Source: an optimization exercise on an open RTL-to-GDS flow (aim: small area, a short achievable clock period and few clock cycles). Production flows keep margins and buffers that such runs may drop. In this exercise RTL edits were held to simulation tests only and were not proved equivalent to the original. Power is estimated from default activity; no workload was simulated.

==> build 29: inputs <==
==> flow/design.v (excerpt) <==
module sorted_set_statistics_top #(
  parameter int MAX_ITEMS  = 128,
  parameter int VALUE_BITS = 16
) (
  input  logic                                    clk,
  input  logic                                    rst_n,
  input  logic                                    in_valid,
  output logic                                    in_stall,
  input  logic signed [VALUE_BITS-1:0]            in_sample_value,
  input  logic                                    in_set_end,
  output logic                                    out_valid,
  input  logic                                    out_stall,
  output logic [sss_pkg::OUT_COUNT_W-1:0]         out_item_count,
  output logic signed [sss_pkg::OUT_VALUE_W-1:0]  out_smallest,
  output logic signed [sss_pkg::OUT_VALUE_W-1:0]  out_largest,
  output logic signed [sss_pkg::OUT_VALUE_W-1:0]  out_middle_value,
  output logic signed [sss_pkg::OUT_AVG_W-1:0]    out_average_q8,
  output logic                                    out_overflowed
);
make LEC_CHECK=0 CAP_MARGIN=20 CORE_MARGIN=8 CORE_UTILIZATION=50 CTS_CLUSTER_DIAMETER=70 CTS_CLUSTER_SIZE=28 SETUP_SLACK_MARGIN=2.9 SLEW_MARGIN=20 finish   # period 6.0 ns
run.sh (not shown) runs the stock make flow with config.mk's settings and CLKGATE_MAP_FILE= SYNTH_SCRIPT=/design/flow/synth_recipe.tcl, a recipe that flattens the netlist after the stock synthesis.
==> trial 24 (differences from build 29) <==
--- a/flow/design.v
+++ b/flow/design.v
@@ -212,17 +212,19 @@
   logic [CW-1:0]                acc_cnt, acc_cnt_nxt;    
   logic                         s0_v, s0_keep, s0_end;
   logic signed [VALUE_BITS-1:0] s0_w;
   assign in_stall    = in_stall_r;
   assign accept      = in_valid && !in_stall_r;
   assign acc_cnt_nxt = !accept ? acc_cnt : in_set_end ? '0 : acc_cnt + CW'(!acc_cnt[CW-1]);
   always_ff @(posedge clk) begin
-    s0_w    <= in_sample_value;
-    s0_end  <= in_set_end;
-    s0_keep <= !acc_cnt[CW-1];
+    if (accept) begin
+      s0_w    <= in_sample_value;
+      s0_end  <= in_set_end;
+      s0_keep <= !acc_cnt[CW-1];
+    end
     if (!rst_n) begin
       s0_v    <= 1'b0;
       acc_cnt <= '0;
     end else begin
       s0_v    <= accept;
       acc_cnt <= acc_cnt_nxt;
     end
@@ -410,26 +412,23 @@
     always_ff @(posedge clk) begin
       pa[g] <= na;
     end
   end
   logic                 div_busy;
   logic [23:0]          div_quo;
   logic [CW-1:0]        h_cnt;
-  logic                 h_byp, byp_r, two_r;
+  logic                 h_byp, byp_r;
   logic                 out_free;
   logic                 ovalid_r;
   assign h_cnt    = q_cnt[ix];
-  assign h_byp    = (h_cnt == CW'(1)) || (h_cnt == CW'(2));
+  assign h_byp    = (h_cnt == CW'(1)) || (h_cnt == CW'(2)) || (h_cnt == CW'(4));
   assign out_free = !ovalid_r || !out_stall;
   assign pop      = (st == ST_DONE) && out_free;
   always_ff @(posedge clk) begin
-    if (init) begin
-      byp_r <= h_byp;
-      two_r <= h_cnt[1];
-    end
+    if (init) byp_r <= h_byp;
     if (init) begin
       ka     <= (CW - 1)'((h_cnt - 1'b1) >> 1);
       kb     <= (CW - 1)'(h_cnt >> 1);
       stage  <= '0;
       ph     <= 2'd3;
       k_pend <= 1'b0;
       fast_a <= 1'b0;
@@ -475,15 +474,15 @@
         default: st <= ST_IDLE;
       endcase
     end
   end
   sss_div u_div (
     .clk     (clk),
     .rst_n   (rst_n),
-    .start   (init),
+    .start   (init && !h_byp),
     .sum     (q_sum[ix][22:0]),
     .divisor (h_cnt),
     .busy    (div_busy),
     .quotient(div_quo)
   );
   always_ff @(posedge clk) begin
     if (!rst_n) begin
@@ -500,39 +499,44 @@
   logic signed [VALUE_BITS:0]             mid_sum, mid_half;
   logic signed [VALUE_BITS-1:0]           med_a, med_b;
   logic signed [sss_pkg::OUT_AVG_W-1:0]   avg_r;
   assign med_a    = {~res_a[VALUE_BITS-1], res_a[VALUE_BITS-2:0]};
   assign med_b    = {~res_b[VALUE_BITS-1], res_b[VALUE_BITS-2:0]};
   assign mid_half = (mid_sum + $signed({{VALUE_BITS{1'b0}}, mid_sum[VALUE_BITS]})) >>> 1;
   logic signed [VALUE_BITS:0] bx, bx_s, ms_s;
-  logic signed [VALUE_BITS:0] h_min, h_max;
+  logic signed [VALUE_BITS:0] h_min, h_max, h_sum;
   logic [sss_pkg::OUT_AVG_W-1:0] nquo;
+  logic                          c4, c2;
   assign h_min = (VALUE_BITS + 1)'(q_min[hd]);
   assign h_max = (VALUE_BITS + 1)'(q_max[hd]);
+  assign h_sum = q_sum[hd][VALUE_BITS:0];
+  assign c4    = q_cnt[hd][2];
+  assign c2    = q_cnt[hd][1];
   sss_add #(.W(VALUE_BITS + 1)) u_bx (
-    .a (h_min),
-    .b (two_r ? h_max : h_min),
-    .ci(1'b0),
+    .a (c4 ? h_sum : h_min),
+    .b (c4 ? ~h_max : c2 ? h_max : h_min),
+    .ci(c4),
     .s (bx_s),
     .co()
   );
   sss_add #(.W(VALUE_BITS + 1)) u_ms (
     .a (byp_r ? bx : (VALUE_BITS + 1)'(med_a)),
-    .b (byp_r ? '0 : (VALUE_BITS + 1)'(med_b)),
-    .ci(1'b0),
+    .b (byp_r ? (c4 ? ~h_min : '0) : (VALUE_BITS + 1)'(med_b)),
+    .ci(byp_r && c4),
     .s (ms_s),
     .co()
   );
   sss_add #(.W(sss_pkg::OUT_AVG_W)) u_nq (.a(~div_quo), .b('0), .ci(1'b1), .s(nquo), .co());
   always_ff @(posedge clk) begin
     if (st == ST_BYP) bx <= bx_s;
     if (st == ST_MID) begin
       mid_sum <= ms_s;
       if (!byp_r) avg_r <= q_sum[hd][SW-1] ? nquo : div_quo;   
-      else if (two_r) avg_r <= sss_pkg::OUT_AVG_W'(q_sum[hd]) <<< 7;
+      else if (c4) avg_r <= sss_pkg::OUT_AVG_W'(q_sum[hd]) <<< 6;
+      else if (c2) avg_r <= sss_pkg::OUT_AVG_W'(q_sum[hd]) <<< 7;
       else avg_r <= sss_pkg::OUT_AVG_W'(q_sum[hd]) <<< 8;
     end
   end
   always_ff @(posedge clk) begin
     if (pop) begin
       ocount_r <= sss_pkg::OUT_COUNT_W'(q_cnt[hd]);
       omin_r   <= q_min[hd];
- SETUP_SLACK_MARGIN: 2.9 -> 2.6
==> notes <==
Of build 29 and trial 24, trial 24 has the higher routed wire length (gap 3.2%, measured against trial 24).
In trial 24 the total power is smaller than in build 29, by 13%.
Of build 29 and trial 24, trial 24 has the higher via count (gap 4.1%, measured against trial 24).
First-iteration DRC count: trial 24 is lower than build 29 (0.42%).
Between trial 24 and build 29, the lower critical path depth is in build 29 (gap 3).
Non-clock buffer count: build 29 is higher than trial 24 (59).
Sequential share of layout area: trial 24 is lower than build 29 (0.76 points).
Testbench counts of build 29, summed over its fixed seeds: cycles 18,819.
Testbench counts of trial 24, summed over its fixed seeds: cycles 18,666.

========
==> v23: inputs <==
Another version of the RTL of sorted_set_statistics_top (not shown whole).
Settings: LEC_CHECK=0, CAP_MARGIN=20, CORE_MARGIN=8, CORE_UTILIZATION=50, CTS_CLUSTER_DIAMETER=70, CTS_CLUSTER_SIZE=28, SETUP_SLACK_MARGIN=2.9, SLEW_MARGIN=20; clock period 6.0 ns.
==> v2 (differences from v23) <==
--- a/flow/design.v
+++ b/flow/design.v
@@ -194,20 +194,24 @@
 );
   localparam int CW = $clog2(MAX_ITEMS + 1);
   localparam int SW = VALUE_BITS + CW - 1;
   localparam int NQ = 4;                       
   localparam int GS = 8;                       
   localparam int NG = MAX_ITEMS / GS;
   localparam int GW = $clog2(GS + 1);
-  typedef enum logic [2:0] {
+  typedef enum logic [1:0] {
     ST_IDLE,
     ST_RUN,
-    ST_MID,
-    ST_DONE
+    ST_HOLD
   } st_t;
+  typedef enum logic [1:0] {
+    OT_EMPTY,
+    OT_MID,
+    OT_DONE
+  } ot_t;
   logic                         in_stall_r;
   logic                         accept;
   logic [CW-1:0]                acc_cnt, acc_cnt_nxt;    
   logic                         s0_v, s0_keep, s0_end;
   logic signed [VALUE_BITS-1:0] s0_w;
   assign in_stall    = in_stall_r;
   assign accept      = in_valid && !in_stall_r;
@@ -309,15 +313,18 @@
       qc <= '0;
     end else begin
       if (fin) tl <= (tl == 2'(NQ - 1)) ? '0 : tl + 1'b1;
       if (pop) hd <= hd1;
       qc <= qc_nxt;
     end
   end
-  st_t                     st;
+  st_t                     st;     
+  ot_t                     ot;     
+  logic                    hs;     
+  logic                    sel_busy, out_busy;
   logic [3:0]              stage;
   logic [1:0]              ph;
   logic                    da_r, db_r, k_pend;
   logic                    fast_a, fast_b, max_a, max_b, fast, dec, any_a, any_b;
   logic                    fast_a_n, fast_b_n;
   logic                    want_a, want_b, all_a, all_b;
   logic [VALUE_BITS-1:0]   bsel;
@@ -325,18 +332,20 @@
   logic [CW-2:0]           ka, kb;
   logic [VALUE_BITS-1:0]   res_a, res_b;
   logic [GW-1:0]           pa [NG];
   logic [CW-1:0]           ca;
   logic [2:0]              n_wait;
   logic [1:0]              age_w;
   logic [1:0]              ix;
-  assign n_wait = qc - 3'(st != ST_IDLE);
-  assign init   = (n_wait != '0) && ((st == ST_IDLE) || pop);
-  assign age_w  = 2'(n_wait - 3'(init));
-  assign ix     = (st == ST_DONE) ? hd1 : hd;
+  assign sel_busy = (st != ST_IDLE);
+  assign out_busy = (ot != OT_EMPTY);
+  assign n_wait   = qc - 3'(sel_busy) - 3'(out_busy);
+  assign init     = (n_wait != '0) && ((st == ST_IDLE) || hs);
+  assign age_w    = 2'(n_wait - 3'(init));
+  assign ix       = hd + 2'(sel_busy) + 2'(out_busy);
   logic [CW-1:0] ca_h;
   logic [GW+1:0] pq [NG/4];
   always_ff @(posedge clk) begin
     for (int g = 0; g < NG / 4; g++) begin
       pq[g] <= ((GW + 2)'(pa[4*g]) + (GW + 2)'(pa[4*g+1])) + ((GW + 2)'(pa[4*g+2]) + (GW + 2)'(pa[4*g+3]));
     end
     ca <= init ? q_neg[ix] : (CW'(pq[0]) + CW'(pq[1])) + (CW'(pq[2]) + CW'(pq[3]));
@@ -418,33 +427,31 @@
   logic                 div_busy;
   logic [23:0]          div_quo;
   logic [CW-1:0]        h_cnt;
   logic                 out_free;
   logic                 ovalid_r;
   assign h_cnt    = q_cnt[ix];
   assign out_free = !ovalid_r || !out_stall;
-  assign pop      = (st == ST_DONE) && out_free;
+  assign pop      = (ot == OT_DONE) && out_free;
+  assign hs       = (clr || st == ST_HOLD) && !div_busy &&
+                    ((ot == OT_EMPTY) || pop);
   always_ff @(posedge clk) begin
     if (init) begin
       ka     <= (CW - 1)'((h_cnt - 1'b1) >> 1);
       kb     <= (CW - 1)'(h_cnt >> 1);
       stage  <= '0;
       ph     <= 2'd3;
       k_pend <= 1'b0;
       fast_a <= (h_cnt <= CW'(2));
       fast_b <= (h_cnt <= CW'(2));
       max_a  <= (h_cnt == CW'(1));
       max_b  <= 1'b1;
     end else if (st == ST_RUN) begin
       if (!fast) ph <= ph + 1'b1;
-      if (dec) begin
-        stage  <= stage + 1'b1;
-        res_a  <= {res_a[VALUE_BITS-2:0], da};
-        res_b  <= {res_b[VALUE_BITS-2:0], db};
-      end
+      if (dec) stage <= stage + 1'b1;
       if (dec && !fast) begin
         da_r   <= da;
         db_r   <= db;
         k_pend <= 1'b1;
         fast_a <= fast_a_n;
         fast_b <= fast_b_n;
         if (!fast_a) max_a <= ({1'b0, ka} + 1'b1 == ca);
@@ -461,22 +468,28 @@
     end else if (init ||
                  (st == ST_RUN && ((!fast && ph == 2'd2) ||
                   (stage != 4'd15 && (fast || (dec && fast_a_n && fast_b_n)))))) begin
       bsel <= {bsel[0], bsel[VALUE_BITS-1:1]};
     end
     if (!rst_n) begin
       st <= ST_IDLE;
+      ot <= OT_EMPTY;
     end else begin
       case (st)
         ST_IDLE: if (init) st <= ST_RUN;
-        ST_RUN:  if (clr) st <= ST_MID;
-        ST_MID:  if (!div_busy) st <= ST_DONE;
-        ST_DONE: if (pop) st <= init ? ST_RUN : ST_IDLE;
+        ST_RUN:  if (clr) st <= !hs ? ST_HOLD : init ? ST_RUN : ST_IDLE;
+        ST_HOLD: if (hs) st <= init ? ST_RUN : ST_IDLE;
         default: st <= ST_IDLE;
       endcase
+      case (ot)
+        OT_EMPTY: if (hs) ot <= OT_MID;
+        OT_MID:   ot <= OT_DONE;
+        OT_DONE:  if (pop) ot <= hs ? OT_MID : OT_EMPTY;
+        default:  ot <= OT_EMPTY;
+      endcase
     end
   end
   sss_div u_div (
     .clk     (clk),
     .rst_n   (rst_n),
     .start   (init),
     .sum     (q_sum[ix][22:0]),
@@ -509,20 +522,24 @@
     .b ((VALUE_BITS + 1)'(med_b)),
     .ci(1'b0),
     .s (ms_s),
     .co()
   );
   sss_add #(.W(sss_pkg::OUT_AVG_W)) u_nq (.a(~div_quo), .b('0), .ci(1'b1), .s(nquo), .co());
   always_ff @(posedge clk) begin
-    if (st == ST_MID) begin   
-      mid_sum <= ms_s;
-      avg_r   <= q_sum[hd][SW-1] ? nquo : div_quo;
+    if (dec) begin
+      res_a <= {res_a[VALUE_BITS-2:0], da};
+      res_b <= {res_b[VALUE_BITS-2:0], db};
     end
   end
   always_ff @(posedge clk) begin
+    if (hs) avg_r <= q_sum[out_busy ? hd1 : hd][SW-1] ? nquo : div_quo;
+    if (ot == OT_MID) mid_sum <= ms_s;
+  end
+  always_ff @(posedge clk) begin
     if (pop) begin
       ocount_r <= sss_pkg::OUT_COUNT_W'(q_cnt[hd]);
       omin_r   <= q_min[hd];
       omax_r   <= q_max[hd];
       omid_r   <= sss_pkg::OUT_VALUE_W'(mid_half);
       oavg_r   <= avg_r;
       oovf_r   <= q_ovf[hd];
Settings changed: SETUP_SLACK_MARGIN 2.9 to 3.1.
==> run summary <==
| metric | v2 | v23 |
|---|---|---|
| Run status | no timing/DRC/antenna violations | no timing/DRC/antenna violations |
| Period utilization | 0.588 | 0.555 |
| Post-placement setup slack | 1.85 ns | 0.934 ns |
| Fmax achieved | 0.283 GHz | 0.300 GHz |
| Final design area excluding fillers | 0.133 sq mm | 0.130 sq mm |
| Proportion of netlist area held by the largest area contributor | 0.497 | 0.488 |
| WL met2 | 168000 um | 156000 um |
| Bufs and invs on worst path | 3 | 2 |
| Minimum clock period | 3.53 ns | 3.33 ns |
| Actual transition at the worst max-transition pin | 1.23 ns | 1.34 ns |
| Routed length on met3 | 39000 um | 32600 um |
| Post-DR vias/cell | 6.31 | 6.23 |
| Fraction of layout cells with a size suffix above 1 | 0.187 | 0.141 |
| Non-clock buffer share of cell area | 0.0585 | 0.0329 |
| Clock buffers created by TritonCTS | 170 | 168 |
| Worst setup endpoint | g_slot[36].u_slot.code_r[1] | g_slot[98].u_slot.code_r[0] |
| Die width | 491 um | 496 um |
| Multi-Input Combinational | 5147 | 5450 |
Testbench counts of v23, summed over its fixed seeds: cycles 19,091.
Testbench counts of v2, summed over its fixed seeds: cycles 18,946.

static timing again, ports no longer ideal:
How much do the figures lean on ideal ports? The routed layouts below were timed once more, with nothing changed but the port constraints. Step 1: set_driving_cell puts a clkbuf_16 on clk and a buf_2 on each other input, an assumption about the parent block. Step 2 adds t to the input delays and takes it off the output delays; t is the mean of the earliest and latest rising clock arrival at the registers after step 1. Input paths then give back, and output paths get back, about the clock's delay inside the block. Three values: no drivers, after step 1, after step 2; two values: the first two.
run | shift t [ns] | setup slack, ns | worst hold slack (ns) | worst data-port slew with drivers (ns)
build 29 | 0.974 | 2.319 / 2.319 / 1.991 | 0.323 / 0.323 / 0.323 | 0.11
trial 24 | 0.955 | 2.238 / 2.238 / 1.707 | 0.345 / 0.345 / 0.345 | 0.14
v23 | 0.955 | 2.668 / 2.668 / 2.099 | 0.337 / 0.337 / 0.337 | 0.09
v2 | 0.947 | 2.472 / 2.472 / 2.267 | 0.323 / 0.323 / 0.323 | 0.06
After both steps every run listed still meets setup and hold. The setup slack of v23, which loses most, moves by 0.000 ns with the drivers and by -0.569 ns with both steps.
